Source: an optimization exercise on an open RTL-to-GDS flow (aim: small area). Production flows keep margins and buffers that such runs may drop.
Function was checked by simulation only, so behaviour that the tests miss may differ from the original.
Power and IR drop assume default switching activity.

Design lcd_rect_fill_streamer_top, start of the top module:
module lcd_rect_fill_streamer_top (
    input  wire logic                  i_clk,
    input  wire logic                  i_rst_n,
    input  wire logic                  i_req_valid,
    output logic                       i_req_ready,
    input  wire logic                  i_req_kind,
    input  wire logic signed [15:0]    i_req_origin_col,
    input  wire logic signed [15:0]    i_req_origin_row,
    input  wire logic signed [15:0]    i_req_rect_width,
    input  wire logic signed [15:0]    i_req_rect_height,
    input  wire logic [15:0]           i_req_fill_color,
    output logic                       o_res_valid,
    input  wire logic                  o_res_ready,
    output logic [1:0]                 o_res_status,
    output logic [7:0]                 o_res_spi_byte,
    output logic                       o_res_is_data,
    output logic                       o_res_release_select,
    output logic                       o_res_fill_done,
    input  wire logic                  psel,
    input  wire logic                  penable,
    input  wire logic                  pwrite,
    input  wire logic [lrf_pkg::CFG_ADDR_W-1:0] paddr,
    input  wire logic [31:0]           pwdata,
    output logic [31:0]                prdata,
    output logic                       pready
);
Size: ~170 I/O pins.
==> flow/config.mk <==
export PLATFORM = sky130hd
export DESIGN_NAME = lcd_rect_fill_streamer_top
export DESIGN_NICKNAME = lcd_rect_fill_streamer_top
export VERILOG_FILES = /design/flow/design.v
export SDC_FILE = /design/flow/constraint.sdc
export NUM_CORES = 4
export LEC_CHECK = 0
export CAP_MARGIN = 20
export CORE_MARGIN = 2
export CORE_UTILIZATION = 60
export SLEW_MARGIN = 20
==> flow/constraint.sdc <==
create_clock -name core_clock -period 10.0 [get_ports {i_clk}]
set_input_delay 2.0000 -clock core_clock [delete_from_list [all_inputs] [get_ports {i_clk}]]
set_output_delay 2.0000 -clock core_clock [all_outputs]
set_load 0.01 [all_outputs]
standard.sh (not shown) runs the stock make flow with config.mk's settings and CLKGATE_MAP_FILE= SYNTH_SCRIPT=/design/flow/synth_recipe.tcl, a recipe that flattens the netlist after the stock synthesis.
==> flow/flow/run.sh <==
#!/bin/bash
# Layout flow: the standard synthesis, then the same synthesis with an area-oriented
# ABC script; its netlist is used if its registers match the standard one exactly (names
# and cell types). Then the standard ORFS layout, with port buffers of the smallest cell.
set -uo pipefail
HERE=$PWD
RES=$HERE/orfs/results/$FLOW_PLATFORM/lcd_rect_fill_streamer_top/base

bash standard.sh synth > std_synth.log 2>&1 || exit 1
cp $RES/1_2_yosys.v std_1_2_yosys.v

export MY_ABC_SCRIPT=$HERE/flow/area.abc
make -C $FLOW_HOME DESIGN_CONFIG=$HERE/config.mk WORK_HOME=$HERE/area_orfs CLKGATE_MAP_FILE= \
  SYNTH_SCRIPT=$HERE/flow/my_synth.tcl synth > area_synth.log 2>&1
AREA_NET=$HERE/area_orfs/results/$FLOW_PLATFORM/lcd_rect_fill_streamer_top/base/1_2_yosys.v

if [[ -s $AREA_NET ]]; then
  python3 flow/regs.py std_1_2_yosys.v > regs_std.txt
  python3 flow/regs.py $AREA_NET > regs_area.txt
  if [[ -s regs_std.txt ]] && cmp -s regs_std.txt regs_area.txt; then
    echo "using area netlist" > choice.log
    cp $AREA_NET $RES/1_2_yosys.v
    rm -f $RES/1_synth.odb $RES/1_synth.sdc
  else
    echo "registers differ; using standard netlist" > choice.log
  fi
else
  echo "area synthesis failed; using standard netlist" > choice.log
fi

export BUFFER_PORTS_ARGS="-buffer_cell sky130_fd_sc_hd__buf_1"
# One tie cell per constant instead of one per constant output port.
export SKIP_REPAIR_TIE_FANOUT=1
# Clock tree from a few mid-size buffers over large sink clusters, without dummy loads.
export CTS_ARGS="-sink_clustering_enable -repair_clock_nets -buf_list sky130_fd_sc_hd__clkbuf_8 -root_buf sky130_fd_sc_hd__clkbuf_8 -sink_clustering_size 25 -sink_clustering_max_diameter 100 -dont_use_dummy_load"
bash standard.sh finish > standard_flow.log 2>&1
Other scripts of this flow, unchanged in this note and not shown: flow/flow/area.abc, flow/flow/my_synth.tcl, flow/flow/regs.py
Change:
--- a/flow/design.v
+++ b/flow/design.v
@@ -135,19 +135,20 @@
     localparam logic [3:0] PH_ROW_D0  = 4'd7;
     localparam logic [3:0] PH_ROW_D1  = 4'd8;
     localparam logic [3:0] PH_ROW_D2  = 4'd9;
     localparam logic [3:0] PH_ROW_D3  = 4'd10;
     localparam logic [3:0] PH_MEM_CMD = 4'd11;
     localparam logic [3:0] PH_PIX_HI  = 4'd12;   
     localparam logic [3:0] PH_PIX_LO  = 4'd13;
     localparam logic [3:0] PH_PIX_HI1 = 4'd14;   
-    logic [1:0]  r_item;
     logic        r_in_valid;
+    logic        r_kind;
     logic        w_advance;
+    logic        r_bad;        
     logic [9:0]  r_x;          
     logic [9:0]  r_y;          
     logic [9:0]  r_cw;         
     logic [9:0]  r_ch;         
     logic [15:0] r_color;
     logic [3:0]  r_phase;
     logic [3:0]  n_phase;
     logic        r_out_valid;
@@ -196,32 +197,31 @@
     end
     logic [11:0] w_tx, w_ty;
     assign w_tx = {1'b0, w_ax, w_cx} + {w_bx, w_cx};
     assign w_ty = {1'b0, w_ay, w_cy} + {w_by, w_cy};
     assign w_sx = w_tx[11:1];
     assign w_sy = w_ty[11:1];
     logic        w_reject;
     logic [9:0]  w_room_x, w_room_y;
-    assign w_reject = r_item[0] || !w_sx[10] || !w_sy[10];
+    assign w_reject = r_bad || !w_sx[10] || !w_sy[10];
     assign w_room_x = ~w_sx[9:0];
     assign w_room_y = ~w_sy[9:0];
-    assign r_in_valid  = r_item != 2'b00;
     assign w_advance   = r_in_valid && (!r_out_valid || o_res_ready);
     assign i_req_ready = !r_in_valid || w_advance;
     logic w_accept;
     logic w_ld_cnt;      
     always_comb begin
         n_phase     = r_phase;
         n_out_valid = 1'b0;
         n_status    = 2'd0;
         n_byte      = 8'h00;
         w_accept    = 1'b0;
         w_ld_cnt    = 1'b0;
-        if (r_item[1]) begin
+        if (!r_kind) begin
             n_out_valid = 1'b1;
             if (!w_idle) begin
                 n_status = 2'd3;
             end else if (w_reject) begin
                 n_status = 2'd2;
             end else begin
                 n_status = 2'd1;
                 n_phase  = PH_COL_CMD;
@@ -257,36 +257,37 @@
                 end
             endcase
         end
     end
     logic w_run_next;
     assign w_run_next = w_advance ? (n_phase != PH_IDLE) : !w_idle;
     always_ff @(posedge i_clk) begin
         if (!i_rst_n) begin
-            r_item      <= 2'b00;
+            r_in_valid  <= 1'b0;
             r_phase     <= PH_IDLE;
             r_out_valid <= 1'b0;
         end else begin
-            if (i_req_ready) r_item <= !i_req_valid ? 2'b00 :
-                                       i_req_kind ? 2'b01 : {1'b1, w_bad_c || w_bad_r};
+            if (i_req_ready) r_in_valid <= i_req_valid;
             if (w_advance) begin
                 r_phase     <= n_phase;
                 r_out_valid <= n_out_valid;
             end else if (o_res_ready) begin
                 r_out_valid <= 1'b0;
             end
         end
     end
     always_ff @(posedge i_clk) begin
+        if (i_req_ready) r_kind <= i_req_kind;
         if (w_advance) begin
             r_status <= n_status;
             r_byte   <= n_byte;
         end
         if (i_req_ready && !w_run_next) begin
+            r_bad   <= w_bad_c || w_bad_r;
             r_x     <= w_x_in;
             r_y     <= w_y_in;
             r_cw    <= w_cw_in;
             r_ch    <= w_ch_in;
             r_color <= i_req_fill_color;
         end else if (w_advance) begin
             if (w_accept) begin
                 if (r_cw > w_room_x) r_cw <= w_room_x;
After rerunning: Clock-buffer cell count does not change. Final cell count is about the same. Wire length went up by 1.2%. Sequential share of layout area increases by 0.63 points. Non-clock buffer count goes down by 2. Core utilization stays flat. Worst hold slack got worse by 0.0089 ns. Combinational power fell by 4.8%.

afterwards: timing with drivers on the ports:
Ports are ideal in the flow. The routed layouts listed here were re-timed in OpenROAD. Step 1 assumes that a clkbuf_16 drives the clock port and a buf_2 every other input. Step 2 times the ports against the registers' clock, not the clock port: input delays grow and output delays shrink by t, the midpoint of the rising clock arrivals with the driver on. Slacks: ideal / step 1 / step 2; pairs: ideal / step 1.
run | shift t [ns] | setup slack, ns | hold WS [ns] | latest minus earliest clock arrival (ns)
the first run | 0.384 | 1.019 / 1.019 / 1.019 | 0.489 / 0.489 / 0.489 | 0.032 / 0.033
the second run | 0.383 | 1.386 / 1.386 / 1.386 | 0.480 / 0.480 / 0.480 | 0.036 / 0.036
After both steps setup and hold are still met in every run listed.
